Source: an optimization exercise on an open RTL-to-GDS flow (aim: small area, a short achievable clock period and few clock cycles per item). Production flows keep margins and buffers that such runs may drop.
Function was not checked in any run shown here: the RTL went through the layout flow alone.

==> design/flow/run.sh <==
#!/bin/bash
# synth_recipe.tcl (not shown) runs the flow's synth.tcl, then flattens the netlist and writes it again
# the make line also repeats each setting of config.mk as NAME=value (left out here)
make -C /OpenROAD-flow-scripts/flow DESIGN_CONFIG=/design/flow/config.mk WORK_HOME=/design/flow/orfs CLKGATE_MAP_FILE= SYNTH_SCRIPT=/design/flow/synth_recipe.tcl finish
==> design/flow/constraint.sdc <==
create_clock -name core_clock -period 7.0 [get_ports {clk}]
set_input_delay 1.4000 -clock core_clock [delete_from_list [all_inputs] [get_ports {clk}]]
set_output_delay 1.4000 -clock core_clock [all_outputs]
set_load 0.01 [all_outputs]
==> design/flow/config.mk <==
export PLATFORM = sky130hd
export DESIGN_NAME = systolic_mm_top
export DESIGN_NICKNAME = systolic_mm_top
export VERILOG_FILES = /design/flow/design.v
export SDC_FILE = /design/flow/constraint.sdc
export NUM_CORES = 4
export LEC_CHECK = 0
export CAP_MARGIN = 20
export CORE_MARGIN = 2
export CORE_UTILIZATION = 45
export SETUP_SLACK_MARGIN = 2
export SLEW_MARGIN = 20
==> design/flow/design.v <==
package systolic_pkg;
   typedef enum logic [1:0] {
      IDLE  = 2'd0,
      LOAD  = 2'd1,
      DRAIN = 2'd2,
      DONE  = 2'd3
   } state_e;
   function automatic integer clog2(input integer value);
      clog2 = $clog2(value);
   endfunction
   function automatic integer acc_width(input integer data_width, input integer size);
      acc_width = (2 * data_width) + $clog2(size);
   endfunction
endpackage
module systolic_pe_acc (
   input  logic [7:0]  a,
   input  logic [3:0]  one,
   input  logic [3:0]  two,
   input  logic [3:0]  neg,
   input  logic [17:0] acc_in,
   input  logic [1:0]  cy_in,
   output logic [17:0] sum,
   output logic [1:0]  cy_out
);
   logic pp0_0, pp0_1, pp0_2, pp0_3, pp0_4, pp0_5, pp0_6, pp0_7, pp0_8, pp1_0, pp1_1, pp1_2, pp1_3, pp1_4, pp1_5, pp1_6, pp1_7, pp1_8, pp2_0, pp2_1, pp2_2, pp2_3, pp2_4, pp2_5, pp2_6, pp2_7, pp2_8, pp3_0, pp3_1, pp3_2, pp3_3, pp3_4, pp3_5, pp3_6, pp3_7, pp3_8, s1, c2, s3, c4, s5, c6, s7, c8, s9, c10, s11, c12, s13, c14, s15, c16, s17, c18, s19, c20, s21, c22, s23, c24, s25, c26, s27, c28, s29, c30, s31, c32, s33, c34, s35, c36, s37, c38, s39, c40, s41, c42, s43, c44, s45, c46, s47, c48, s49, c50, s51, c52, s53, c54, s55, c56, s57, c58, s59, c60, s61, c62, s63, c64, s65, c66, s67, c68, s69, c70, s71, c72, s73, c74, s75, c76, s77, c78, s79, c80, s81, c82, s83, c84, s85, c86;
   assign pp0_0 = (one[0] & a[0]) ^ neg[0];
   assign pp0_1 = ((one[0] & a[1]) | (two[0] & a[0])) ^ neg[0];
   assign pp0_2 = ((one[0] & a[2]) | (two[0] & a[1])) ^ neg[0];
   assign pp0_3 = ((one[0] & a[3]) | (two[0] & a[2])) ^ neg[0];
   assign pp0_4 = ((one[0] & a[4]) | (two[0] & a[3])) ^ neg[0];
   assign pp0_5 = ((one[0] & a[5]) | (two[0] & a[4])) ^ neg[0];
   assign pp0_6 = ((one[0] & a[6]) | (two[0] & a[5])) ^ neg[0];
   assign pp0_7 = ((one[0] & a[7]) | (two[0] & a[6])) ^ neg[0];
   assign pp0_8 = ~(((one[0] & a[7]) | (two[0] & a[7])) ^ neg[0]);
   assign pp1_0 = (one[1] & a[0]) ^ neg[1];
   assign pp1_1 = ((one[1] & a[1]) | (two[1] & a[0])) ^ neg[1];
   assign pp1_2 = ((one[1] & a[2]) | (two[1] & a[1])) ^ neg[1];
   assign pp1_3 = ((one[1] & a[3]) | (two[1] & a[2])) ^ neg[1];
   assign pp1_4 = ((one[1] & a[4]) | (two[1] & a[3])) ^ neg[1];
   assign pp1_5 = ((one[1] & a[5]) | (two[1] & a[4])) ^ neg[1];
   assign pp1_6 = ((one[1] & a[6]) | (two[1] & a[5])) ^ neg[1];
   assign pp1_7 = ((one[1] & a[7]) | (two[1] & a[6])) ^ neg[1];
   assign pp1_8 = ~(((one[1] & a[7]) | (two[1] & a[7])) ^ neg[1]);
   assign pp2_0 = (one[2] & a[0]) ^ neg[2];
   assign pp2_1 = ((one[2] & a[1]) | (two[2] & a[0])) ^ neg[2];
   assign pp2_2 = ((one[2] & a[2]) | (two[2] & a[1])) ^ neg[2];
   assign pp2_3 = ((one[2] & a[3]) | (two[2] & a[2])) ^ neg[2];
   assign pp2_4 = ((one[2] & a[4]) | (two[2] & a[3])) ^ neg[2];
   assign pp2_5 = ((one[2] & a[5]) | (two[2] & a[4])) ^ neg[2];
   assign pp2_6 = ((one[2] & a[6]) | (two[2] & a[5])) ^ neg[2];
   assign pp2_7 = ((one[2] & a[7]) | (two[2] & a[6])) ^ neg[2];
   assign pp2_8 = ~(((one[2] & a[7]) | (two[2] & a[7])) ^ neg[2]);
   assign pp3_0 = (one[3] & a[0]) ^ neg[3];
   assign pp3_1 = ((one[3] & a[1]) | (two[3] & a[0])) ^ neg[3];
   assign pp3_2 = ((one[3] & a[2]) | (two[3] & a[1])) ^ neg[3];
   assign pp3_3 = ((one[3] & a[3]) | (two[3] & a[2])) ^ neg[3];
   assign pp3_4 = ((one[3] & a[4]) | (two[3] & a[3])) ^ neg[3];
   assign pp3_5 = ((one[3] & a[5]) | (two[3] & a[4])) ^ neg[3];
   assign pp3_6 = ((one[3] & a[6]) | (two[3] & a[5])) ^ neg[3];
   assign pp3_7 = ((one[3] & a[7]) | (two[3] & a[6])) ^ neg[3];
   assign pp3_8 = ~(((one[3] & a[7]) | (two[3] & a[7])) ^ neg[3]);
   assign s1 = acc_in[4] ^ pp0_4;
   assign c2 = acc_in[4] & pp0_4;
   assign s3 = acc_in[5] ^ pp0_5;
   assign c4 = acc_in[5] & pp0_5;
   assign s5 = acc_in[6] ^ pp0_6 ^ pp1_4;
   assign c6 = (acc_in[6] & pp0_6) | (acc_in[6] & pp1_4) | (pp0_6 & pp1_4);
   assign s7 = pp2_2 ^ pp3_0;
   assign c8 = pp2_2 & pp3_0;
   assign s9 = acc_in[7] ^ cy_in[0] ^ pp0_7;
   assign c10 = (acc_in[7] & cy_in[0]) | (acc_in[7] & pp0_7) | (cy_in[0] & pp0_7);
   assign s11 = pp1_5 ^ pp2_3 ^ pp3_1;
   assign c12 = (pp1_5 & pp2_3) | (pp1_5 & pp3_1) | (pp2_3 & pp3_1);
   assign s13 = acc_in[8] ^ pp0_8 ^ pp1_6;
   assign c14 = (acc_in[8] & pp0_8) | (acc_in[8] & pp1_6) | (pp0_8 & pp1_6);
   assign s15 = pp2_4 ^ pp3_2 ^ 1'b1;
   assign c16 = (pp2_4 & pp3_2) | (pp2_4 & 1'b1) | (pp3_2 & 1'b1);
   assign s17 = acc_in[9] ^ pp1_7 ^ pp2_5;
   assign c18 = (acc_in[9] & pp1_7) | (acc_in[9] & pp2_5) | (pp1_7 & pp2_5);
   assign s19 = pp3_3 ^ 1'b1;
   assign c20 = pp3_3 & 1'b1;
   assign s21 = acc_in[10] ^ pp1_8 ^ pp2_6;
   assign c22 = (acc_in[10] & pp1_8) | (acc_in[10] & pp2_6) | (pp1_8 & pp2_6);
   assign s23 = acc_in[11] ^ pp2_7;
   assign c24 = acc_in[11] & pp2_7;
   assign s25 = acc_in[12] ^ cy_in[1];
   assign c26 = acc_in[12] & cy_in[1];
   assign s27 = acc_in[2] ^ pp0_2;
   assign c28 = acc_in[2] & pp0_2;
   assign s29 = acc_in[3] ^ pp0_3;
   assign c30 = acc_in[3] & pp0_3;
   assign s31 = s1 ^ pp1_2 ^ pp2_0;
   assign c32 = (s1 & pp1_2) | (s1 & pp2_0) | (pp1_2 & pp2_0);
   assign s33 = c2 ^ s3 ^ pp1_3;
   assign c34 = (c2 & s3) | (c2 & pp1_3) | (s3 & pp1_3);
   assign s35 = c4 ^ s5 ^ s7;
   assign c36 = (c4 & s5) | (c4 & s7) | (s5 & s7);
   assign s37 = c6 ^ c8 ^ s9;
   assign c38 = (c6 & c8) | (c6 & s9) | (c8 & s9);
   assign s39 = c10 ^ c12 ^ s13;
   assign c40 = (c10 & c12) | (c10 & s13) | (c12 & s13);
   assign s41 = c14 ^ c16 ^ s17;
   assign c42 = (c14 & c16) | (c14 & s17) | (c16 & s17);
   assign s43 = c18 ^ c20 ^ s21;
   assign c44 = (c18 & c20) | (c18 & s21) | (c20 & s21);
   assign s45 = c22 ^ s23 ^ pp3_5;
   assign c46 = (c22 & s23) | (c22 & pp3_5) | (s23 & pp3_5);
   assign s47 = c24 ^ s25 ^ pp2_8;
   assign c48 = (c24 & s25) | (c24 & pp2_8) | (s25 & pp2_8);
   assign s49 = c26 ^ acc_in[13] ^ pp3_7;
   assign c50 = (c26 & acc_in[13]) | (c26 & pp3_7) | (acc_in[13] & pp3_7);
   assign s51 = acc_in[0] ^ pp0_0;
   assign c52 = acc_in[0] & pp0_0;
   assign s53 = acc_in[1] ^ pp0_1;
   assign c54 = acc_in[1] & pp0_1;
   assign s55 = s27 ^ pp1_0 ^ neg[1];
   assign c56 = (s27 & pp1_0) | (s27 & neg[1]) | (pp1_0 & neg[1]);
   assign s57 = c28 ^ s29 ^ pp1_1;
   assign c58 = (c28 & s29) | (c28 & pp1_1) | (s29 & pp1_1);
   assign s59 = c30 ^ s31 ^ neg[2];
   assign c60 = (c30 & s31) | (c30 & neg[2]) | (s31 & neg[2]);
   assign s61 = c32 ^ s33 ^ pp2_1;
   assign c62 = (c32 & s33) | (c32 & pp2_1) | (s33 & pp2_1);
   assign s63 = c34 ^ s35 ^ neg[3];
   assign c64 = (c34 & s35) | (c34 & neg[3]) | (s35 & neg[3]);
   assign s65 = c36 ^ s37 ^ s11;
   assign c66 = (c36 & s37) | (c36 & s11) | (s37 & s11);
   assign s67 = c38 ^ s39 ^ s15;
   assign c68 = (c38 & s39) | (c38 & s15) | (s39 & s15);
   assign s69 = c40 ^ s41 ^ s19;
   assign c70 = (c40 & s41) | (c40 & s19) | (s41 & s19);
   assign s71 = c42 ^ s43 ^ pp3_4;
   assign c72 = (c42 & s43) | (c42 & pp3_4) | (s43 & pp3_4);
   assign s73 = c44 ^ s45 ^ 1'b1;
   assign c74 = (c44 & s45) | (c44 & 1'b1) | (s45 & 1'b1);
   assign s75 = c46 ^ s47 ^ pp3_6;
   assign c76 = (c46 & s47) | (c46 & pp3_6) | (s47 & pp3_6);
   assign s77 = c48 ^ s49 ^ 1'b1;
   assign c78 = (c48 & s49) | (c48 & 1'b1) | (s49 & 1'b1);
   assign s79 = c50 ^ acc_in[14] ^ pp3_8;
   assign c80 = (c50 & acc_in[14]) | (c50 & pp3_8) | (acc_in[14] & pp3_8);
   assign s81 = acc_in[15] ^ 1'b1;
   assign c82 = acc_in[15] & 1'b1;
   assign s83 = acc_in[16] ^ 1'b1;
   assign c84 = acc_in[16] & 1'b1;
   assign s85 = acc_in[17] ^ 1'b1;
   assign c86 = acc_in[17] & 1'b1;
   assign {cy_out[0], sum[6:0]} = 8'({c62, c60, c58, c56, c54, c52, s51}) + 8'({s63, s61, s59, s57, s55, s53, neg[0]});
   assign {cy_out[1], sum[11:7]} = 6'({c72, c70, c68, c66, c64}) + 6'({s73, s71, s69, s67, s65});
   assign sum[17:12] = {c84, c82, c80, c78, c76, c74} + {s85, s83, s81, s79, s77, s75};
endmodule
module systolic_mm_engine (
   input  logic         clk,
   input  logic         rst,
   input  logic         in_valid,
   output logic         in_ready,
   input  logic [31:0]  a_col,
   input  logic [31:0]  b_row,
   output logic         out_valid,
   input  logic         out_ready,
   output logic [287:0] c,
   output logic         busy
);
   logic [1:0]   kcnt_q;       
   logic         v1_q;         
   logic         first1_q;     
   logic         last1_q;      
   logic         ov_q;         
   logic [31:0]  a1_q;
   logic [287:0] acc_q;
   logic stall, accept, fire;
   assign stall    = v1_q & ov_q & ~out_ready;
   assign in_ready = ~stall;
   assign accept   = in_valid & ~stall;
   assign fire     = v1_q & ~stall;
   always_ff @(posedge clk or negedge rst) begin
      if (!rst) begin
         kcnt_q   <= 2'd0;
         v1_q     <= 1'b0;
         first1_q <= 1'b0;
         last1_q  <= 1'b0;
         ov_q     <= 1'b0;
      end else begin
         if (accept) kcnt_q <= kcnt_q + 2'd1;
         if (!stall) begin
            v1_q     <= accept;
            first1_q <= (kcnt_q == 2'd0);
            last1_q  <= (kcnt_q == 2'd3);
         end
         if (fire && last1_q) ov_q <= 1'b1;
         else if (out_ready)  ov_q <= 1'b0;
      end
   end
   logic [47:0] bd_s;     
   logic [47:0] bd1_q;
   for (genvar j = 0; j < 4; j++) begin : g_enc
      logic [8:0] bx;
      assign bx = {b_row[j*8 +: 8], 1'b0};
      for (genvar k = 0; k < 4; k++) begin : g_dig
         assign bd_s[(j*4+k)*3 + 2] = bx[2*k+2];
         assign bd_s[(j*4+k)*3 + 0] = bx[2*k+1] ^ bx[2*k];
         assign bd_s[(j*4+k)*3 + 1] = (bx[2*k+2] & ~bx[2*k+1] & ~bx[2*k]) |
                                      (~bx[2*k+2] & bx[2*k+1] & bx[2*k]);
      end
   end
   always_ff @(posedge clk) begin
      if (!stall) begin
         a1_q  <= a_col;
         bd1_q <= bd_s;
      end
   end
   logic [3:0] one_s [4];
   logic [3:0] two_s [4];
   logic [3:0] neg_s [4];
   for (genvar j = 0; j < 4; j++) begin : g_dig1
      for (genvar k = 0; k < 4; k++) begin : g_k
         assign one_s[j][k] = bd1_q[(j*4+k)*3 + 0];
         assign two_s[j][k] = bd1_q[(j*4+k)*3 + 1];
         assign neg_s[j][k] = bd1_q[(j*4+k)*3 + 2];
      end
   end
   for (genvar i = 0; i < 4; i++) begin : g_row
      for (genvar j = 0; j < 4; j++) begin : g_col
         localparam int IDX = (i*4 + j) * 18;
         logic [17:0] acc_in, sum;
         logic [1:0]  cy_q, cy_in, cy_out;
         assign acc_in = first1_q ? 18'd0 : acc_q[IDX +: 18];
         assign cy_in  = first1_q ? 2'd0  : cy_q;
         systolic_pe_acc u_pe (
            .a      (a1_q[i*8 +: 8]),
            .one    (one_s[j]),
            .two    (two_s[j]),
            .neg    (neg_s[j]),
            .acc_in (acc_in),
            .cy_in  (cy_in),
            .sum    (sum),
            .cy_out (cy_out)
         );
         always_ff @(posedge clk) begin
            if (fire) begin
               acc_q[IDX +: 18] <= sum;
               cy_q             <= cy_out;
            end
         end
         assign c[IDX +: 18] = acc_q[IDX +: 18] + {5'd0, cy_q[1], 4'd0, cy_q[0], 7'd0};
      end
   end
   assign out_valid = ov_q;
   assign busy      = v1_q | ov_q | (kcnt_q != 2'd0);
endmodule
module systolic_mm_top (
   input  logic         clk,
   input  logic         rst,
   input  logic         in_valid,
   output logic         in_ready,
   input  logic [31:0]  a_col,
   input  logic [31:0]  b_row,
   output logic         out_valid,
   input  logic         out_ready,
   output logic [287:0] c,
   output logic         busy
);
   systolic_mm_engine u_engine (
      .clk       (clk),
      .rst       (rst),
      .in_valid  (in_valid),
      .in_ready  (in_ready),
      .a_col     (a_col),
      .b_row     (b_row),
      .out_valid (out_valid),
      .out_ready (out_ready),
      .c         (c),
      .busy      (busy)
   );
endmodule
==> reports/qor.txt, run 1 <==
Post-Layout Cell Count -> 6,784
Crit Path Max Fanout -> 18
Hold Buf Count CTS -> 0
Initial DRC Count -> 2,578
Final wirelength -> 149,000 um
Number of I/O port buffers -> 358
GRT overflow -> 0
Mapped Nets -> 6,172
Post CTS Setup Buffer Count -> 0
Crit path cell chain -> buf_4, a22oi_1, xor2_1, fa_1, fa_1, inv_1, fa_1, ha_1, inv_1, fa_1, inv_1, a21o_1, a21oi_1, xnor2_1
Core Rows -> 124
Synth top area share -> 23.4%
PostCTS Resize Cnt -> 0
Final Net Count -> 6,272
Wire length per cell -> 22.0 um
Setup TNS Final -> 0 ns
Seq/Total Area, Yosys -> 23.6%
Maximum number of pins on one net before global-route repair -> 109
Leading area contributor after synthesis -> edfxtp_1
Post-Syn Instances -> 5,126
MaxCap Viol Count -> 0
Via density per instance -> 5.50
Ports -> 359
Req. time, crit path -> 7.42 ns
Syn-to-layout area delta -> 11.8%
Status -> complete, no violations
Synthesized area -> 0.0514 mm2
CP Capture Type -> register
CTS tree -> done
EDFF count, synth -> 400
Main synth FF type -> edfxtp_1
DR DRC count -> 0
Layout cells sized above 1 -> 4.38%
Number of synthesized register bits -> 406
DIE HEIGHT -> 342 um
H-tree depth -> 2
Total number of vias -> 37.3k
Crit path top cell by count -> fa_1
Slew @ Worst Pin -> 1.21 ns
Setup crit start kind -> register
CP Buf/Inv Count -> 4
Die ar. -> 0.117 mm2
Core Region -> 0.114 mm2
Synth unique cells -> 41
Final Hold Vio Count -> 0
Worst skew pair latency -> 0.66 ns
Commonest non-fill, non-tap cell in the layout -> inv_1
Critical Path Max Stage Delay -> 1.15 ns
Clock transition at path regs -> 0.06 ns
Crit share post-route -> 67.7%
Slew Viols, Final -> 0
Top cells by area, synth -> edfxtp_1, fa_1, ha_1, xnor2_1, a22oi_1
Min Clock Period, post-route -> 4.74 ns
Max Root-Sink Buffers -> 3
First-pass DRT Iterations -> 6
CTS Buf Count -> 55
DIE WIDTH -> 342 um
Fmax -> 211 MHz
Worst min-delay path class -> reg -> reg
Share of async-settable or async-resettable flops after synthesis -> 1.48%
CTS Sinks -> 406
Unrepaired setup endpoints after global routing -> no
Top delay family on crit path -> adder cells
HPWL after DPL -> 104,000 um
Placed insts -> 6,680
Highest-count cells in the layout ignoring fill and taps -> inv_1, xnor2_1, ha_1
Slowest cell on the critical path -> edfxtp_1
YS warnings -> 7
Antenna violations before repair -> 3
Fill count -> 10.5k
Routability Congestion -> 0.862
First-pass GRT wire length -> 229,000 um
Tot GR Track Use -> 25.5%
Number of global-route vias before repair -> 38.8k
Final setup viols -> 0
Remaining antenna violation count after routing -> 0
Clock skew -> 0.0231 ns
CP Data Arrival Time -> 5.16 ns
Starting Density -> 45.2%
Critical path type -> reg -> reg
Mapped Avg Cell Area -> 10.0 um2
Root Buffer -> clkbuf_16
Slew headroom -> 19.1%
-- Yosys cell counts (all sizes together), types with 3 or more instances --
| cell type | n |
|---|---|
| dfrtp | 6 |
| nand2 | 135 |
| nor3 | 16 |
| xor2 | 321 |
| nor3b | 11 |
| mux2 | 19 |
| nand3b | 13 |
| and3 | 13 |
| nand3 | 56 |
| a211oi | 64 |
| a21oi | 150 |
| fa | 464 |
| edfxtp | 400 |
| clkbuf | 175 |
| nor2b | 226 |
| and4 | 9 |
| o2111ai | 3 |
| a31o | 3 |
| buf | 243 |
| a22oi | 448 |
| ha | 514 |
| a21o | 86 |
| nand4 | 3 |
| o21ai | 159 |
| o21bai | 32 |
| nand2b | 136 |
| nor2 | 89 |
| xnor2 | 604 |
| a31oi | 29 |
| inv | 690 |
-- final timing paths --
check                                           end  cells past startpoint              start  slack, ns
worst min-delay path                  u_engine.ov_q                      2   u_engine.last1_q       0.48
min in group asynchronous         u_engine.first1_q                      1                rst       1.00
worst max-delay path            u_engine.acc_q[281]                     14  u_engine.a1_q[30]       2.26
worst max register to register  u_engine.acc_q[281]                     14  u_engine.a1_q[30]       2.26
max in group asynchronous         u_engine.first1_q                      1                rst       5.74
worst min register to register        u_engine.ov_q                      2   u_engine.last1_q       0.48
-- cell families (layout without fill, tap and decap cells) --
family / count (synthesis) / in the layout / synth area share, %
flops: 406 / 406 / 23.6
buf+inv: 1108 / 1253 / 9.21
simple gates: 712 / 712 / 7.64
xor+xnor: 925 / 925 / 15.8
other cells: 0 / 1 / 0
mux: 19 / 19 / 0.416
fa+ha+maj: 978 / 978 / 30.6
compound gates: 978 / 978 / 12.8
-- routing by layer --
metal / GRT usage, % / part of all wire (%) / vias to the layer above
li1: - / - / 17200
met1: 32.9 / 41 / 18500
met2: 43.9 / 49 / 1305
met3: 3.15 / 6.4 / 277
met4: 9.22 / 3.7 / 6
met5: 0 / 0.019 / -
-- registers in the layout (all words and copies together) (netlist names) --
name	count
u_engine.ov_q	1
u_engine.first1_q	1
u_engine.bd1_q	48
u_engine.v1_q	1
u_engine.acc_q	288
u_engine.a1_q	32
u_engine.g_row.g_col.cy_q	32
u_engine.kcnt_q	2
u_engine.last1_q	1
-- worst min-delay path: cells and delay by family (launching register included) --
| kind | cells | cell delay, ns |
|---|---|---|
| and+or+nand+nor | 2 | 0.11 |
| DFF | 1 | 0.34 |
-- area by class of cell --
type	instances	area [um2]	share of cell area, %
Tap cell	1512	1890	3.29
Inverter	690	2590	4.50
Sequential cell	406	12200	21.2
Timing Repair Buffer	461	4430	7.70
Multi-Input combinational cell	3612	34500	60.1
Clock inverter	35	434	0.755
Antenna cell	1	2.50	0.00435
Clock buffer	67	1460	2.55
-- stage by stage --
| step | hold slack (ns) | worst slack (ns) | util (%) | instance area, um2 |
|---|---|---|---|---|
| floorplan | 0.445 | 2.20 | - | 51400 |
| global placement | 0.461 | 2.39 | 48.8 | 55600 |
| detailed placement | 0.472 | 2.34 | 48.8 | 55600 |
| CTS | 0.485 | 2.34 | 50.5 | 57500 |
| global route | 0.532 | 2.14 | 50.5 | 57500 |
| finish | 0.480 | 2.26 | 50.5 | 57500 |
==> run 2, diff against run 1 <==
--- a/design/flow/config.mk
+++ b/design/flow/config.mk
@@ -8,5 +8,5 @@
 export CAP_MARGIN = 20
 export CORE_MARGIN = 2
 export CORE_UTILIZATION = 45
-export SETUP_SLACK_MARGIN = 2
+export SETUP_SLACK_MARGIN = 3
 export SLEW_MARGIN = 20
==> run 2 against run 1 <==
  * Still clean on timing, DRC and antenna
  * Sequential cell count is the same
  * Cell count up 1.6%
  * Synthesized area unchanged
  * Non-clock buffer count increased by 110
  * Critical path depth increased by 3
  * Global-route usage increased by 0.72 points
  * Critical path type unchanged
  * Critical endpoint unchanged
==> reports/qor.txt, run 2 <==
Status -> complete, no violations
Setup TNS Final -> 0 ns (unchanged)
HPWL after DPL -> 104,000 um (-0.66%)
Main synth FF type -> edfxtp_1
CTS Sinks -> 406 (unchanged)
Setup crit start kind -> register
Antenna violations before repair -> 9 (+6)
Synth top area share -> 23.4% (unchanged)
Max FFs per register -> 288 (unchanged)
CTS tree -> done
Slew headroom -> 34.3% (+15 points)
Synth unique cells -> 41 (unchanged)
Synthesized area -> 0.0514 mm2 (unchanged)
Number of global-route vias before repair -> 39.7k (+2.1%)
MaxCap Viol Count -> 0 (unchanged)
Clock transition at path regs -> 0.06 ns (about the same)
Total number of vias -> 38.1k (+2.1%)
Via density per instance -> 5.53 (+0.45%)
Final setup viols -> 0 (unchanged)
Root Buffer -> clkbuf_16
GRT overflow -> 0 (unchanged)
Reg with most FFs -> u_engine.acc_q
CP Capture Type -> register
Commonest non-fill, non-tap cell in the layout -> inv_1
Final Hold Vio Count -> 0 (unchanged)
Wire length per cell -> 22.7 um (+3.1%)
Top cells by area, synth -> edfxtp_1, fa_1, ha_1, xnor2_1, a22oi_1
Mapped Avg Cell Area -> 10.0 um2 (unchanged)
Routability Congestion -> 0.876 (+1.6%)
Regs by FF count -> u_engine.acc_q: 288 flops, u_engine.bd1_q: 48 flops
Core Rows -> 124 (unchanged)
Mapped Nets -> 6,172 (unchanged)
DIE WIDTH -> 342 um (unchanged)
Worst skew pair latency -> 0.67 ns (about the same)
Leading area contributor after synthesis -> edfxtp_1
Syn-to-layout area delta -> 16.6%
Worst slack, placed -> 2.41 ns (+0.0782 ns)
Share of async-settable or async-resettable flops after synthesis -> 1.48% (unchanged)
Min Clock Period, post-route -> 3.99 ns (-0.754 ns)
Initial DRC Count -> 2,759 (+7.0%)
Ports -> 359 (unchanged)
Slew Viols, Final -> 0 (unchanged)
Post-Syn Instances -> 5,126 (unchanged)
Top-count cell post-synth -> inv_1
Number of I/O port buffers -> 358 (unchanged)
Crit share post-route -> 57.0% (-11 points)
YS warnings -> 7 (unchanged)
DIE HEIGHT -> 342 um (unchanged)
Fmax -> 251 MHz (+19%)
Remaining antenna violation count after routing -> 0 (unchanged)
Die ar. -> 0.117 mm2 (unchanged)
Critical path type -> reg -> reg
Final Net Count -> 6,383 (+1.8%)
Crit Path Max Fanout -> 8 (-10)
Unrepaired setup endpoints after global routing -> yes
Max Root-Sink Buffers -> 3 (unchanged)
Worst min-delay path class -> reg -> reg
Starting Density -> 45.2% (unchanged)
DR DRC count -> 0 (unchanged)
Layout cells sized above 1 -> 9.61% (+5.2 points)
Maximum number of pins on one net before global-route repair -> 113 (+3.7%)
EDFF count, synth -> 400 (unchanged)
ANT cells -> 0 (-1)
Final setup margin -> 3.01 ns (+0.754 ns)
Slew @ Worst Pin -> 0.986 ns (-0.228 ns)
Highest-count cells in the layout ignoring fill and taps -> inv_1, xnor2_1, ha_1
Final wirelength -> 156,000 um (+4.8%)
Post-synth top cells -> inv_1, xnor2_1, ha_1
Hold Buf Count CTS -> 0 (unchanged)
Seq/Total Area, Yosys -> 23.6% (unchanged)
Req. time, crit path -> 7.42 ns (about the same)
First-pass GRT wire length -> 235,000 um (+2.4%)
First-pass DRT Iterations -> 6 (unchanged)
Tot GR Track Use -> 26.2% (+0.72 points)
Clock skew -> 0.0124 ns (-0.0107 ns)
Number of synthesized register bits -> 406 (unchanged)
CP Data Arrival Time -> 4.41 ns (-0.75 ns)
Core Region -> 0.114 mm2 (unchanged)
CTS Buf Count -> 56 (+1.8%)
H-tree depth -> 2 (unchanged)
-- run 2: changes by cell type in the layout (fill, tap and decap cells not counted), sizes merged, moves of 3 or more --
cell	change
buf	+107
clkdlybuf4s50	-79
dlygate4sd2	+53
clkbuf	+15
dlymetal6s2s	+14
clkdlybuf4s15	+5
clkinvlp	-4
bufinv	-3
clkinv	+3
-- run 2: stage by stage --
| stage | area (um2) | cells | util [%] | hold WS [ns] |
|---|---|---|---|---|
| after floorplan | 51400 | 5126 | - | 0.445 |
| after global placement | 55600 | 6677 | 48.8 | 0.473 |
| after detailed placement | 55600 | 6677 | 48.8 | 0.478 |
| after CTS | 58700 | 6846 | 51.6 | 0.491 |
| after global routing | 60000 | 6894 | 52.7 | 0.525 |
| final | 60000 | 6894 | 52.7 | 0.482 |
-- run 2: final timing paths --
path / endpoint / start / depth (start not counted) / slack, ns
min in group asynchronous: u_engine.ov_q / rst / 1 / 0.98
min reg2reg: u_engine.ov_q / u_engine.last1_q / 2 / 0.48
min: u_engine.ov_q / u_engine.last1_q / 2 / 0.48
max in group asynchronous: u_engine.first1_q / rst / 1 / 5.78
max: u_engine.acc_q[281] / u_engine.a1_q[31] / 17 / 3.01
max reg2reg: u_engine.acc_q[281] / u_engine.a1_q[31] / 17 / 3.01
-- run 2: cell families (layout without fill, tap and decap cells) --
| logic type | Yosys count | count (layout) | synth area share [%] |
|---|---|---|---|
| adder cells (fa/ha/maj) | 978 | 978 | 30.6 |
| flip-flops | 406 | 406 | 23.6 |
| XOR/XNOR | 925 | 925 | 15.8 |
| AND/OR/NAND/NOR | 712 | 712 | 7.64 |
| AO/OA/AOI/OAI | 978 | 978 | 12.8 |
| multiplexers | 19 | 19 | 0.416 |
| buffers and inverters | 1108 | 1364 | 9.21 |
-- run 2: final cells by class --
class,instances,area [um2]
Fill cell,10100,53900
Clock buffer,73,1490
Clock inverter,30,314
Inverter,690,2600
Sequential cell,406,12200
Tap cell,1512,1890
Timing Repair Buffer,571,5890
Multi-Input combinational cell,3612,35600
-- run 2: worst max-delay path, cell delays in order (launching register included) --
cell	delay (ns)
edfxtp_1	0.43
buf_12	0.17
buf_12	0.12
buf_4	0.16
a22oi_2	0.18
xnor2_1	0.10
fa_1	0.51
inv_1	0.06
fa_1	0.47
inv_1	0.05
fa_1	0.51
ha_2	0.19
inv_1	0.06
fa_2	0.34
inv_1	0.06
a21o_1	0.12
a21oi_1	0.07
xnor2_1	0.12
-- run 2: layer usage --
layer	vias to the layer above	track usage [%]	share of wire, %
met4	6	9.08	3.7
met3	283	3.73	6.5
met1	19100	32.7	40
met5	-	0	0.022
li1	17400	-	-
met2	1277	46.1	50
-- run 2: what timing repair did --
item                       CTS  global route
pin swaps                   25            29
setup endpoints to repair  269           104
gates cloned                 3             5
gates resized for setup    216           210
setup buffers               63            43
==> run 3, diff against run 2 <==
--- a/design/flow/config.mk
+++ b/design/flow/config.mk
@@ -7,6 +7,6 @@
 export LEC_CHECK = 0
 export CAP_MARGIN = 20
 export CORE_MARGIN = 2
-export CORE_UTILIZATION = 45
+export CORE_UTILIZATION = 60
 export SETUP_SLACK_MARGIN = 3
 export SLEW_MARGIN = 20
==> run 3 against run 2 <==
  * Global-route usage increased by 7.5 points
  * Sequential share of layout area increased by 0.14 points
  * Via count increased by 0.84%
  * Register-to-register slack improved by 0.04 ns
  * Design area decreased by 0.67%
  * Sequential cell count unchanged
  * Wire length decreased by 4.1%
  * Still clean on timing, DRC and antenna
  * Worst hold slack improved by 0.021 ns
==> reports/qor.txt, run 3 <==
Status -> complete, no violations
Slowest cell on the critical path -> clkdlybuf4s50_1
Top cells by area, synth -> edfxtp_1, fa_1, ha_1, xnor2_1, a22oi_1
Worst min-delay path class -> reg -> reg
Critical Path Max Stage Delay -> 0.64 ns (+0.13 ns)
Slew @ Worst Pin -> 0.987 ns (+0.000988 ns)
Initial DRC Count -> 3,015 (+9.3%)
First-pass GRT wire length -> 231,000 um (-1.9%)
Leading area contributor after synthesis -> edfxtp_1
CTS Sinks -> 406 (unchanged)
Mapped Nets -> 6,172 (unchanged)
Top delay family on crit path -> buffers and inverters
Clock transition at path regs -> 0.06 ns (about the same)
Max Root-Sink Buffers -> 3 (unchanged)
Critical path type -> reg -> out
Crit share post-route -> 57.1% (+0.13 points)
Area of placed instances -> 0.0551 mm2 (-0.86%)
Final setup viols -> 0 (unchanged)
Slew Viols, Final -> 0 (unchanged)
MaxCap Viol Count -> 0 (unchanged)
Worst slack, placed -> 2.31 ns (-0.102 ns)
Share of async-settable or async-resettable flops after synthesis -> 1.48% (unchanged)
Antenna violations before repair -> 5 (-4)
Remaining antenna violation count after routing -> 0 (unchanged)
Ports -> 359 (unchanged)
Starting Density -> 60.5% (+15 points)
Synth unique cells -> 41 (unchanged)
First-pass DRT Iterations -> 6 (unchanged)
DIE WIDTH -> 297 um (-13%)
Crit Path Max Fanout -> 5 (-3)
Core Region -> 0.0850 mm2 (-25%)
Min Clock Period, post-route -> 4.00 ns (+0.00936 ns)
Mapped Avg Cell Area -> 10.0 um2 (unchanged)
H-tree depth -> 2 (unchanged)
Main synth FF type -> edfxtp_1
YS warnings -> 7 (unchanged)
CP Capture Type -> output port
Hold Buf Count CTS -> 0 (unchanged)
Final setup margin -> 3.00 ns (-0.00936 ns)
Final Net Count -> 6,380 (-0.047%)
Top-count cell post-synth -> inv_1
DIE HEIGHT -> 297 um (-13%)
Reg with most FFs -> u_engine.acc_q
Die ar. -> 0.0881 mm2 (-25%)
Max FFs per register -> 288 (unchanged)
Syn-to-layout area delta -> 15.8%
Final Hold Vio Count -> 0 (unchanged)
Final instance area -> 0.0596 mm2 (-0.67%)
Number of I/O port buffers -> 358 (unchanged)
Multi-input logic area -> 0.0358 mm2 (+0.41%)
Crit path cell chain -> and3_1, nand3_1, xnor2_2, clkdlybuf4s50_1
Number of synthesized register bits -> 406 (unchanged)
Seq/Total Area, Yosys -> 23.6% (unchanged)
Slew headroom -> 34.2% (-0.066 points)
GRT overflow -> 0 (unchanged)
EDFF count, synth -> 400 (unchanged)
Via density per instance -> 5.89 (+6.6%)
Core Rows -> 107 (-14%)
Post-synth top cells -> inv_1, xnor2_1, ha_1
Highest-count cells in the layout ignoring fill and taps -> inv_1, xnor2_1, ha_1
Maximum number of pins on one net before global-route repair -> 110 (-2.7%)
Unrepaired setup endpoints after global routing -> yes
ANT cells -> 0 (unchanged)
DR DRC count -> 0 (unchanged)
Fill count -> 6,629 (-34%)
Commonest non-fill, non-tap cell in the layout -> inv_1
Worst skew pair latency -> 0.64 ns (-0.03 ns)
Wire length per cell -> 23.0 um (+1.4%)
Number of global-route vias before repair -> 40.4k (+1.9%)
CTS Buf Count -> 53 (-5.4%)
Total number of vias -> 38.4k (+0.84%)
Req. time, crit path -> 5.60 ns (-1.82 ns)
Routability Congestion -> 0.866 (-1.1%)
Tot GR Track Use -> 33.7% (+7.5 points)
Setup TNS Final -> 0 ns (unchanged)
Final wirelength -> 150,000 um (-4.1%)
HPWL after DPL -> 98,300 um (-5.1%)
Regs by FF count -> u_engine.acc_q: 288 flops, u_engine.bd1_q: 48 flops
Reg area -> 0.0122 mm2 (unchanged)
Root Buffer -> clkbuf_16
CP Buf/Inv Count -> 1 (-6)
Synth top area share -> 23.4% (unchanged)
CTS tree -> done
Post-Syn Instances -> 5,126 (unchanged)
Synthesized area -> 0.0514 mm2 (unchanged)
Clock skew -> 0.0220 ns (+0.00967 ns)
CP Data Arrival Time -> 2.60 ns (-1.81 ns)
Layout cells sized above 1 -> 10.6% (+0.95 points)
Setup crit start kind -> register
Fmax -> 250 MHz (-0.23%)
[run 3: cells by family after synthesis]
kind of cell / Yosys count / share of synthesized area [%]
and+or+nand+nor: 712 / 7.64
adders and majority gates: 978 / 30.6
DFF: 406 / 23.6
buffers and inverters: 1108 / 9.21
AOI/OAI and AO/OA: 978 / 12.8
muxes: 19 / 0.416
xor gates and xnor gates: 925 / 15.8
[run 3: timing repair]
action / 4_1_cts / 5_1_grt
setup buffers: 84 / 25
endpoints found under the setup margin: 252 / 78
pin swaps: 15 / 83
gates cloned: 3 / 3
gates resized for setup: 177 / 255
[run 3: layout make-up]
type                       instances  share of cell area (%)
timing repair buffer             571                    9.76
multi-input combinational       3612                    60.0
clock buffer                      65                    2.41
sequential                       406                    20.4
tap                             1144                    2.40
clock inverter                    35                   0.599
inverter                         690                    4.37
[run 3: layer usage]
metal | routed length, um | share of wire (%) | GRT usage (%)
met1 | 56300 | 38 | 40.7
met2 | 74900 | 50 | 58.5
met3 | 10700 | 7.1 | 5.46
met4 | 7880 | 5.3 | 16.4
met5 | 46 | 0.031 | 0
[run 3: worst paths after layout]
| kind | from | end | slack, ns | depth (start not counted) |
|---|---|---|---|---|
| max | u_engine.acc_q[261] | c[264] | 3.00 | 4 |
| min | u_engine.last1_q | u_engine.ov_q | 0.50 | 2 |
| max reg2reg | u_engine.a1_q[22] | u_engine.acc_q[160] | 3.05 | 14 |
| min reg2reg | u_engine.last1_q | u_engine.ov_q | 0.50 | 2 |
| max in group asynchronous | rst | u_engine.first1_q | 5.73 | 1 |
| min in group asynchronous | rst | u_engine.v1_q | 1.02 | 1 |
[run 3: worst min-delay path: cells and delay by family (launching register included)]
| family | cells | cell delay (ns) |
|---|---|---|
| AND/OR/NAND/NOR | 2 | 0.12 |
| flip-flops | 1 | 0.35 |
[run 3: stage by stage]
stage	hold WS (ns)	util, %	std cells
after floorplan	0.445	-	5126
after global placement	0.470	64.8	6308
after detailed placement	0.483	64.8	6308
after CTS	0.499	68.6	6495
after global routing	0.535	70.1	6523
final	0.503	70.1	6523
==> run 4, diff against run 3 <==
--- a/design/flow/config.mk
+++ b/design/flow/config.mk
@@ -8,5 +8,5 @@
 export CAP_MARGIN = 20
 export CORE_MARGIN = 2
 export CORE_UTILIZATION = 60
-export SETUP_SLACK_MARGIN = 3
+export SETUP_SLACK_MARGIN = 3.5
 export SLEW_MARGIN = 20
==> run 4 against run 3 <==
  * Critical path depth up 10
  * Cell count is 4.5% higher
  * Worst hold slack got worse by 0.019 ns
  * Synthesized area unchanged
  * Non-clock buffer count rose by 295
  * First-iteration DRC count rose by 14%
  * Clock-buffer cell count up 4
  * Synthesized cell count did not move
  * Core utilization increased by 9.0 points
==> reports/qor.txt, run 4 <==
Tot GR Track Use -> 37.6% (+3.9 points)
Mapped Nets -> 6,172 (unchanged)
Total number of vias -> 41.6k (+8.4%)
Slew Viols, Final -> 0 (unchanged)
Critical Path Source -> u_engine.a1_q[12]
HPWL after DPL -> 97,300 um (-1.0%)
ANT cells -> 0 (unchanged)
Post-synth top cells -> inv_1, xnor2_1, ha_1
Status -> complete, no violations
Syn-to-layout area delta -> 30.7%
Number of I/O port buffers -> 358 (unchanged)
EDFF count, synth -> 400 (unchanged)
Number of global-route vias before repair -> 42.7k (+5.6%)
Core Region -> 0.0850 mm2 (unchanged)
Core Rows -> 107 (unchanged)
Leading area contributor after synthesis -> edfxtp_1
Remaining antenna violation count after routing -> 0 (unchanged)
DR DRC count -> 0 (unchanged)
Die ar. -> 0.0881 mm2 (unchanged)
Min Clock Period, post-route -> 3.88 ns (-0.119 ns)
Antenna violations before repair -> 9 (+4)
Fmax -> 258 MHz (+3.1%)
Area of placed instances -> 0.0555 mm2 (+0.70%)
Post-Syn Instances -> 5,126 (unchanged)
Commonest non-fill, non-tap cell in the layout -> inv_1
Worst R2R Start -> u_engine.a1_q[12]
Wire length per cell -> 25.7 um (+12%)
Fill count -> 5,395 (-19%)
Multi-input logic area -> 0.0401 mm2 (+12%)
Clock transition at path regs -> 0.06 ns (about the same)
Seq/Total Area, Yosys -> 23.6% (unchanged)
CP Data Arrival Time -> 4.27 ns (+1.67 ns)
Synthesized area -> 0.0514 mm2 (unchanged)
CP Capture Type -> register
Ports -> 359 (unchanged)
Unrepaired setup endpoints after global routing -> yes
Synth top area share -> 23.4% (unchanged)
Final instance area -> 0.0672 mm2 (+13%)
Clock skew -> 0.0227 ns (+0.000656 ns)
Worst slack, placed -> 2.35 ns (+0.0386 ns)
Max FFs per register -> 288 (unchanged)
GRT overflow -> 0 (unchanged)
Final wirelength -> 175,000 um (+17%)
Number of synthesized register bits -> 406 (unchanged)
YS warnings -> 7 (unchanged)
First-pass DRT Iterations -> 6 (unchanged)
Hold Buf Count CTS -> 0 (unchanged)
Slew headroom -> 36.0% (+1.8 points)
CTS Sinks -> 406 (unchanged)
Initial DRC Count -> 3,435 (+14%)
DIE WIDTH -> 297 um (unchanged)
Via density per instance -> 6.11 (+3.7%)
Share of async-settable or async-resettable flops after synthesis -> 1.48% (unchanged)
MaxCap Viol Count -> 0 (unchanged)
Top-count cell post-synth -> inv_1
CTS tree -> done
Top cells by area, synth -> edfxtp_1, fa_1, ha_1, xnor2_1, a22oi_1
R2R Setup Slk -> 3.12 ns (+0.07 ns)
Reg2reg path depth -> 14 (unchanged)
H-tree depth -> 2 (unchanged)
Final Hold Vio Count -> 0 (unchanged)
Final setup margin -> 3.12 ns (+0.119 ns)
Worst skew pair latency -> 0.65 ns (about the same)
Setup crit start kind -> register
Synth unique cells -> 41 (unchanged)
DIE HEIGHT -> 297 um (unchanged)
Maximum number of pins on one net before global-route repair -> 116 (+5.5%)
Regs by FF count -> u_engine.acc_q: 288 flops, u_engine.bd1_q: 48 flops
Final Net Count -> 6,676 (+4.6%)
Routability Congestion -> 0.854 (-1.4%)
Main synth FF type -> edfxtp_1
Crit share post-route -> 55.4% (-1.7 points)
Reg area -> 0.0122 mm2 (unchanged)
FF-to-FF End -> u_engine.g_row[1].g_col[0].cy_q[1]
Worst min-delay path class -> reg -> reg
Critical path type -> reg -> reg
First-pass GRT wire length -> 254,000 um (+10%)
Final setup viols -> 0 (unchanged)
Reg with most FFs -> u_engine.acc_q
Crit Path Max Fanout -> 5 (unchanged)
Starting Density -> 60.5% (unchanged)
Setup TNS Final -> 0 ns (unchanged)
Max Root-Sink Buffers -> 3 (unchanged)
Layout cells sized above 1 -> 29.6% (+19 points)
CTS Buf Count -> 54 (+1.9%)
Root Buffer -> clkbuf_16
Slew @ Worst Pin -> 0.959 ns (-0.0272 ns)
Highest-count cells in the layout ignoring fill and taps -> inv_1, xnor2_1, edfxtp_1
Hold slack -> 0.484 ns (-0.0193 ns)
Mapped Avg Cell Area -> 10.0 um2 (unchanged)
Worst Setup EP -> u_engine.g_row[1].g_col[0].cy_q[1]
Req. time, crit path -> 7.39 ns (+1.79 ns)
run 4: cell counts after synthesis:
Identical to the previous run, type by type.
run 4: routing by layer:
layer	vias to the layer above	GRT usage, %	part of all wire (%)
met5	-	0	0.052
li1	18000	-	-
met2	2222	63.5	47
met4	14	21.1	7.4
met3	709	7.43	10
met1	20700	44.8	35
run 4: critical path, cell delays in order, from the launching register on:
cell and delay (ns):
edfxtp_1 0.46, buf_6 0.16, buf_8 0.14, buf_16 0.15, a22oi_2 0.22, xnor2_2 0.14
fa_1 0.47, fa_1 0.47, fa_1 0.57, inv_1 0.10, ha_4 0.26, o21ai_2 0.19
nor2_2 0.08, o21ai_1 0.14, nand2b_1 0.07
run 4: timing repair:
action | 4_1_cts | 5_1_grt
resized for setup | 1237 | 567
pin swaps | 314 | 483
gates cloned | 33 | 8
buffers inserted | 246 | 128
endpoints found under the setup margin | 412 | 298
run 4: how the worst min path moves through the flow:
stage,from,slack [ns],depth (start not counted),to
3_5_place_dp,u_engine.last1_q,0.48,2,u_engine.ov_q
3_3_place_gp,u_engine.last1_q,0.47,2,u_engine.ov_q
5_1_grt,u_engine.last1_q,0.51,2,u_engine.ov_q
2_1_floorplan,u_engine.last1_q,0.45,2,u_engine.ov_q
6_report,u_engine.last1_q,0.48,2,u_engine.ov_q
4_1_cts,u_engine.last1_q,0.49,2,u_engine.ov_q
run 4: layout make-up:
| type | instances | share of cell area (%) |
|---|---|---|
| sequential | 406 | 18.1 |
| clock buffer | 69 | 2.19 |
| clock inverter | 31 | 0.451 |
| inverter | 690 | 3.88 |
| multi-input combinational | 3612 | 59.6 |
| tap | 1144 | 2.13 |
| timing repair buffer | 866 | 13.6 |
run 4: kinds of logic (layout without fill, tap and decap cells):
kind of cell / after synthesis / count (layout) / share of synthesized area [%]
simple gates: 712 / 712 / 7.64
xor+xnor: 925 / 925 / 15.8
flops: 406 / 406 / 23.6
buf+inv: 1108 / 1656 / 9.21
mux: 19 / 19 / 0.416
fa+ha+maj: 978 / 978 / 30.6
compound gates: 978 / 978 / 12.8
run 4: stage by stage:
step                utilization, %  cells
finish                        79.1   6818
floorplan                        -   5126
CTS                           74.9   6682
global placement              65.3   6303
detailed placement            65.3   6303
global route                  79.1   6818
==> run 5, diff against run 4 <==
--- a/design/flow/config.mk
+++ b/design/flow/config.mk
@@ -8,5 +8,5 @@
 export CAP_MARGIN = 20
 export CORE_MARGIN = 2
 export CORE_UTILIZATION = 60
-export SETUP_SLACK_MARGIN = 3.5
+export SETUP_SLACK_MARGIN = 4
 export SLEW_MARGIN = 20
==> run 5 against run 4 <==
  * Synthesized area is the same
  * Die area stayed put
  * Clock-buffer cell count down 3
  * Worst hold slack worse by 0.011 ns
  * First-iteration DRC count up 13%
  * Clock skew grew 0.00098 ns
  * Still clean
  * Design area grew 3.9%
  * Non-clock buffer count up 146
  * Global-route usage up 0.49 points
  * Core utilization grew 3.1 points
  * Register-to-register slack got worse by 0.13 ns
==> reports/qor.txt, run 5 <==
Hold slack -> 0.474 ns (-0.0105 ns)
CTS Buf Count -> 53 (-1.9%)
Total number of vias -> 42.4k (+1.7%)
Worst skew pair latency -> 0.65 ns (about the same)
Setup crit start kind -> register
Clock transition at path regs -> 0.06 ns (about the same)
Starting Density -> 60.5% (unchanged)
First-pass GRT wire length -> 258,000 um (+1.7%)
Placed insts -> 6,309 (+0.095%)
Slew headroom -> 32.9% (-3.1 points)
CTS tree -> done
Mapped Nets -> 6,172 (unchanged)
Top-count cell post-synth -> inv_1
Synth unique cells -> 41 (unchanged)
DIE HEIGHT -> 297 um (unchanged)
Slew Viols, Final -> 0 (unchanged)
Post-Syn Instances -> 5,126 (unchanged)
Highest-count cells in the layout ignoring fill and taps -> inv_1, xnor2_1, edfxtp_1
Ports -> 359 (unchanged)
Number of I/O port buffers -> 358 (unchanged)
Synthesized area -> 0.0514 mm2 (unchanged)
Final Hold Vio Count -> 0 (unchanged)
Min Clock Period, post-route -> 4.01 ns (+0.130 ns)
Syn-to-layout area delta -> 35.8%
Req. time, crit path -> 7.36 ns (-0.03 ns)
CTS Sinks -> 406 (unchanged)
Top delay family on crit path -> adder cells
Final setup margin -> 2.99 ns (-0.130 ns)
Status -> complete, no violations
Final Net Count -> 6,821 (+2.2%)
Clock skew -> 0.0237 ns (+0.000976 ns)
Reg with most FFs -> u_engine.acc_q
Crit Path Max Fanout -> 6 (+1)
Post-synth top cells -> inv_1, xnor2_1, ha_1
Unrepaired setup endpoints after global routing -> yes
DR DRC count -> 0 (unchanged)
H-tree depth -> 2 (unchanged)
YS warnings -> 7 (unchanged)
MaxCap Viol Count -> 0 (unchanged)
Hold_sp -> u_engine.last1_q
First-pass DRT Iterations -> 6 (unchanged)
HPWL after DPL -> 94,200 um (-3.3%)
CP Buf/Inv Count -> 6 (+2)
Max Root-Sink Buffers -> 3 (unchanged)
Main synth FF type -> edfxtp_1
Commonest non-fill, non-tap cell in the layout -> inv_1
Seq/Total Area, Yosys -> 23.6% (unchanged)
Remaining antenna violation count after routing -> 0 (unchanged)
Share of async-settable or async-resettable flops after synthesis -> 1.48% (unchanged)
Max FFs per register -> 288 (unchanged)
Maximum number of pins on one net before global-route repair -> 138 (+19%)
Slowest cell on the critical path -> fa_1
Top cells by area, synth -> edfxtp_1, fa_1, ha_1, xnor2_1, a22oi_1
Worst min-delay path class -> reg -> reg
CP Capture Type -> register
Mapped Avg Cell Area -> 10.0 um2 (unchanged)
Slew @ Worst Pin -> 1.01 ns (+0.0470 ns)
Layout cells sized above 1 -> 35.9% (+6.4 points)
Setup TNS Final -> 0 ns (unchanged)
Synth top area share -> 23.4% (unchanged)
Critical Path Source -> u_engine.a1_q[22]
Final wirelength -> 177,000 um (+1.4%)
DIE WIDTH -> 297 um (unchanged)
Wire length per cell -> 25.5 um (-0.69%)
Critical Path Max Stage Delay -> 0.56 ns (about the same)
Number of global-route vias before repair -> 43.1k (+0.99%)
Worst R2R Start -> u_engine.a1_q[22]
Crit share post-route -> 57.3% (+1.9 points)
CP Data Arrival Time -> 4.37 ns (+0.10 ns)
Fmax -> 249 MHz (-3.3%)
Worst slack, placed -> 2.34 ns (-0.00936 ns)
Core Region -> 0.0850 mm2 (unchanged)
Die ar. -> 0.0881 mm2 (unchanged)
Leading area contributor after synthesis -> edfxtp_1
Post-Layout Cell Count -> 6,961 (+2.1%)
Number of synthesized register bits -> 406 (unchanged)
GRT overflow -> 0 (unchanged)
Core Rows -> 107 (unchanged)
Regs by FF count -> u_engine.acc_q: 288 flops, u_engine.bd1_q: 48 flops
Tot GR Track Use -> 38.0% (+0.49 points)
Final setup viols -> 0 (unchanged)
Crit path cell chain -> buf_6, buf_12, clkbuf_16, buf_4, a22oi_2, xnor2_2, fa_2, inv_1, fa_1, inv_2, fa_1, ha_4, o21ai_1, nor2_1, o21ai_1, nand2b_1
Routability Congestion -> 0.876 (+2.7%)
Antenna violations before repair -> 3 (-6)
EDFF count, synth -> 400 (unchanged)
Root Buffer -> clkbuf_16
Via density per instance -> 6.09 (-0.35%)
Initial DRC Count -> 3,898 (+13%)
Critical path type -> reg -> reg
-- run 5: layout make-up --
| cell class | instances | area, um2 |
|---|---|---|
| antenna | 1 | 2.50 |
| sequential | 406 | 12200 |
| multi-input combinational | 3612 | 41400 |
| clock buffer | 66 | 1420 |
| inverter | 690 | 2610 |
| tap | 1144 | 1430 |
| clock inverter | 30 | 234 |
| fill | 4877 | 15200 |
| timing repair buffer | 1012 | 10500 |
-- run 5: cell families after synthesis --
family	share of synthesized area (%)
buffers and inverters	9.21
adders and majority gates	30.6
AOI/OAI and AO/OA	12.8
and+or+nand+nor	7.64
xor gates and xnor gates	15.8
DFF	23.6
muxes	0.416
-- run 5: worst reg2reg max path: stages, from the launching register on --
cell       delay (ns)
edfxtp_1         0.43
buf_6            0.17
buf_12           0.13
clkbuf_16        0.16
buf_4            0.14
a22oi_2          0.21
xnor2_2          0.12
fa_2             0.55
inv_1            0.05
fa_1             0.50
inv_2            0.04
fa_1             0.56
ha_4             0.23
o21ai_1          0.09
nor2_1           0.08
o21ai_1          0.17
nand2b_1         0.12
-- run 5: stage by stage --
| step | area [um2] | utilization, % |
|---|---|---|
| 2_1_floorplan | 52800 | - |
| 5_1_grt | 69800 | 82.1 |
| 6_report | 69800 | 82.1 |
| 4_1_cts | 66000 | 77.6 |
| 3_5_place_dp | 55800 | 65.7 |
| 3_3_place_gp | 55800 | 65.7 |
-- run 5: final timing paths --
kind	endpoint	slack [ns]	cells after the start
max	u_engine.g_row[2].g_col[0].cy_q[1]	2.99	16
min	u_engine.ov_q	0.47	2
max reg2reg	u_engine.g_row[2].g_col[0].cy_q[1]	2.99	16
min reg2reg	u_engine.ov_q	0.47	2
max in group asynchronous	u_engine.first1_q	5.77	1
min in group asynchronous	u_engine.first1_q	1.00	1
-- run 5: metal layers --
metal / track usage [%] / vias up / part of all wire [%]
met5: 0 / - / 0.0056
met4: 19.3 / 2 / 6.9
met2: 60.6 / 2315 / 45
met3: 9.73 / 600 / 11
met1: 48.0 / 21100 / 37
li1: - / 18300 / -
-- run 5: what timing repair did --
| item | CTS | global route |
|---|---|---|
| cloned | 42 | 4 |
| pin swaps | 505 | 515 |
| gates resized for setup | 1874 | 553 |
| hold buffers | 0 | 0 |
| setup endpoints to repair | 549 | 430 |
| buffers inserted | 355 | 154 |
==> run 6, diff against run 5 <==
==> design/flow/flow/run.sh (new file) <==
#!/bin/bash
# Own layout flow: the standard ORFS flow, with the port buffers that
# placement inserts on every input and output made plain buf_2 cells instead
# of the delay buffers the standard choice picks. Every tool's output goes to
# a log file of its own here (ORFS's per-step logs stay under orfs/logs).
set -euo pipefail
export BUFFER_PORTS_ARGS="-buffer_cell sky130_fd_sc_hd__buf_2"
bash standard.sh synth > synth.log 2>&1
bash standard.sh > layout.log 2>&1
==> design/flow/standard.sh (new file) <==
#!/bin/bash
# synth_recipe.tcl (not shown) runs the flow's synth.tcl, then flattens the netlist and writes it again
# the make line also repeats each setting of config.mk as NAME=value (left out here)
make -C /OpenROAD-flow-scripts/flow DESIGN_CONFIG=/design/flow/config.mk WORK_HOME=/design/flow/orfs CLKGATE_MAP_FILE= SYNTH_SCRIPT=/design/flow/synth_recipe.tcl "${@:-finish}"
--- a/design/flow/config.mk
+++ b/design/flow/config.mk
@@ -8,5 +8,5 @@
 export CAP_MARGIN = 20
 export CORE_MARGIN = 2
 export CORE_UTILIZATION = 60
-export SETUP_SLACK_MARGIN = 4
+export SETUP_SLACK_MARGIN = 3
 export SLEW_MARGIN = 20
removed: design/flow/run.sh
==> run 6 against run 5 <==
  * Still clean on timing, DRC and antenna
  * Register-to-register slack improved by 0.11 ns
  * First-iteration DRC count fell by 29%
  * Sequential share of layout area up 3.9 points
  * Clock-buffer cell count shrank 1
  * Non-clock buffer count shrank 460
  * Sequential cell count unchanged
  * Synthesized cell count stayed put
  * Highest routed layer unchanged
==> reports/qor.txt, run 6 <==
Status -> complete, no violations
DIE HEIGHT -> 297 um (unchanged)
Crit Path Max Fanout -> 4 (-2)
Final wirelength -> 147,000 um (-17%)
Synthesized area -> 0.0514 mm2 (unchanged)
Fmax -> 253 MHz (+1.5%)
Die ar. -> 0.0881 mm2 (unchanged)
Leading area contributor after synthesis -> edfxtp_1
Crit path top cell by count -> ha_2
Core Region -> 0.0850 mm2 (unchanged)
Tot GR Track Use -> 33.0% (-5.1 points)
YS warnings -> 7 (unchanged)
Worst min-delay path class -> reg -> reg
Multi-input logic area -> 0.0352 mm2 (-15%)
Seq/Total Area, Yosys -> 23.6% (unchanged)
Via density per instance -> 5.86 (-3.7%)
Clock transition at path regs -> 0.07 ns (about the same)
Antenna violations before repair -> 5 (+2)
Hold Buf Count CTS -> 0 (unchanged)
Syn-to-layout area delta -> 11.2%
Slew Viols, Final -> 0 (unchanged)
EDFF count, synth -> 400 (unchanged)
Worst skew pair latency -> 0.65 ns (about the same)
CTS Buf Count -> 53 (unchanged)
First-pass DRT Iterations -> 6 (unchanged)
Highest-count cells in the layout ignoring fill and taps -> inv_1, xnor2_1, ha_1
Clock skew -> 0.0413 ns (+0.0176 ns)
CTS Sinks -> 406 (unchanged)
Critical Path Max Stage Delay -> 0.44 ns (-0.12 ns)
DR DRC count -> 0 (unchanged)
Post-synth top cells -> inv_1, xnor2_1, ha_1
Final setup margin -> 3.05 ns (+0.0592 ns)
Max Root-Sink Buffers -> 3 (unchanged)
Min Clock Period, post-route -> 3.95 ns (-0.0592 ns)
Slowest cell on the critical path -> xor2_1
Number of synthesized register bits -> 406 (unchanged)
First-pass GRT wire length -> 226,000 um (-13%)
H-tree depth -> 2 (unchanged)
Top-count cell post-synth -> inv_1
DIE WIDTH -> 297 um (unchanged)
CP Data Arrival Time -> 2.55 ns (-1.82 ns)
CTS tree -> done
CP Capture Type -> output port
Final Hold Vio Count -> 0 (unchanged)
Crit share post-route -> 56.4% (-0.85 points)
Layout cells sized above 1 -> 15.0% (-21 points)
Synth unique cells -> 41 (unchanged)
GRT overflow -> 0 (unchanged)
Setup crit start kind -> register
Unrepaired setup endpoints after global routing -> yes
Main synth FF type -> edfxtp_1
Synth top area share -> 23.4% (unchanged)
Slew @ Worst Pin -> 1.15 ns (+0.143 ns)
Commonest non-fill, non-tap cell in the layout -> inv_1
Final Net Count -> 6,361 (-6.7%)
Top cells by area, synth -> edfxtp_1, fa_1, ha_1, xnor2_1, a22oi_1
Post-Syn Instances -> 5,126 (unchanged)
Ports -> 359 (unchanged)
Setup TNS Final -> 0 ns (unchanged)
Maximum number of pins on one net before global-route repair -> 116 (-16%)
Critical path type -> reg -> out
Crit path cell chain -> ha_2, ha_2, a31oi_4, nor3_1, xor2_1, buf_2
Remaining antenna violation count after routing -> 0 (unchanged)
Slew headroom -> 23.4% (-9.5 points)
Starting Density -> 60.5% (unchanged)
Max FFs per register -> 288 (unchanged)
Total number of vias -> 38.1k (-10%)
Root Buffer -> clkbuf_16
Number of global-route vias before repair -> 39.4k (-8.7%)
Regs by FF count -> u_engine.acc_q: 288 flops, u_engine.bd1_q: 48 flops
Routability Congestion -> 0.858 (-2.1%)
HPWL after DPL -> 97,800 um (+3.9%)
Final setup viols -> 0 (unchanged)
Number of I/O port buffers -> 358 (unchanged)
Reg area -> 0.0122 mm2 (unchanged)
Reg with most FFs -> u_engine.acc_q
Core Rows -> 107 (unchanged)
Fill count -> 6,947 (+42%)
Share of async-settable or async-resettable flops after synthesis -> 1.48% (unchanged)
Initial DRC Count -> 2,773 (-29%)
Mapped Avg Cell Area -> 10.0 um2 (unchanged)
Mapped Nets -> 6,172 (unchanged)
MaxCap Viol Count -> 0 (unchanged)
Req. time, crit path -> 5.60 ns (-1.76 ns)
Wire length per cell -> 22.6 um (-11%)
Worst slack, placed -> 2.33 ns (-0.0157 ns)
==> run 6: cell counts after synthesis <==
No cell type changed its count.
==> run 6: cell families (layout without fill, tap and decap cells) <==
logic type                 Yosys count  in the layout  share of synthesized area (%)
AOI/OAI and AO/OA                  978            978                           12.8
xor gates and xnor gates           925            925                           15.8
adders and majority gates          978            978                           30.6
buffers and inverters             1108           1339                           9.21
DFF                                406            406                           23.6
muxes                               19             19                          0.416
other                                0              1                              0
and+or+nand+nor                    712            712                           7.64
==> run 6: path summary, 6_finish.rpt <==
kind | from | endpoint | slack (ns) | cells after the start
max | u_engine.acc_q[259] | c[269] | 3.05 | 6
max in group asynchronous | rst | u_engine.first1_q | 6.26 | 1
max reg2reg | u_engine.first1_q | u_engine.acc_q[137] | 3.10 | 15
min in group asynchronous | rst | u_engine.ov_q | 0.57 | 1
min | u_engine.last1_q | u_engine.ov_q | 0.47 | 2
min reg2reg | u_engine.last1_q | u_engine.ov_q | 0.47 | 2
==> run 6: area by class of cell <==
class                   count  share of cell area, %
diodes                      1                0.00438
clock buffers              65                   2.51
clock inverters            32                  0.591
inverters                 690                   4.56
multi-input cells        3612                   61.5
flip-flops and latches    406                   21.3
well taps                1144                   2.50
repair buffers            552                   7.06
==> run 6: layer usage <==
metal	track usage (%)	wire [um]
met1	40.3	56900
met2	58.2	73800
met3	5.16	9980
met4	13.2	6030
met5	0	57
==> run 6: stage by stage <==
stage | util (%) | cell area [um2] | hold WS, ns | cells
after floorplan | - | 51400 | 0.445 | 5126
after global placement | 62.8 | 53300 | 0.465 | 6312
after detailed placement | 62.8 | 53300 | 0.478 | 6312
after CTS | 66.0 | 56100 | 0.479 | 6478
after global routing | 67.3 | 57200 | 0.513 | 6501
final | 67.3 | 57200 | 0.474 | 6502
==> run 6: what timing repair did <==
| action | 4_1_cts | 5_1_grt |
|---|---|---|
| buffers inserted | 67 | 19 |
| hold endpoints to repair | 0 | 0 |
| endpoints found under the setup margin | 189 | 62 |
| pin swaps | 3 | 27 |
| resized for setup | 43 | 203 |
| cloned | 2 | 4 |
==> run 6: worst max-delay path: cells and delay by family (launching register included) <==
family / cells / cell delay, ns
adder cells (fa/ha/maj): 2 / 0.53
XOR/XNOR: 1 / 0.44
flip-flops: 1 / 0.41
buffers and inverters: 1 / 0.23
AND/OR/NAND/NOR: 1 / 0.21
AO/OA/AOI/OAI: 1 / 0.12

static timing again, ports no longer ideal:
In the flow no input, the clock included, has a driving cell. The finished layouts below were timed again as built, in two steps. Step 1 sets driving cells, clkbuf_16 on the clock port and buf_2 on the other inputs (assumed; they add their load-dependent delay and slew). Step 2 adds t to the input delays and takes it off the output delays; t is the mean of the earliest and latest rising clock arrival at the registers after step 1. Input paths then give back, and output paths get back, about the clock's delay inside the block. Three values: ideal ports, drivers, drivers and shift; two values: the first two.
| run | shift t [ns] | slack for setup (ns) | clock arrival spread, ns | worst register clock-pin slew, ns |
|---|---|---|---|---|
| run 1 | 0.725 | 2.259 / 2.259 / 2.259 | 0.025 / 0.026 | 0.06 / 0.06 |
| run 2 | 0.734 | 3.013 / 2.980 / 3.013 | 0.013 / 0.013 | 0.06 / 0.06 |
| run 3 | 0.698 | 3.003 / 2.932 / 3.048 | 0.027 / 0.026 | 0.07 / 0.07 |
| run 4 | 0.712 | 3.122 / 3.101 / 3.122 | 0.022 / 0.023 | 0.07 / 0.07 |
| run 5 | 0.704 | 2.992 / 2.992 / 2.992 | 0.029 / 0.028 | 0.07 / 0.07 |
| run 6 | 0.698 | 3.051 / 2.981 / 3.097 | 0.041 / 0.041 | 0.07 / 0.07 |
After both steps setup and hold are still met in every run listed.
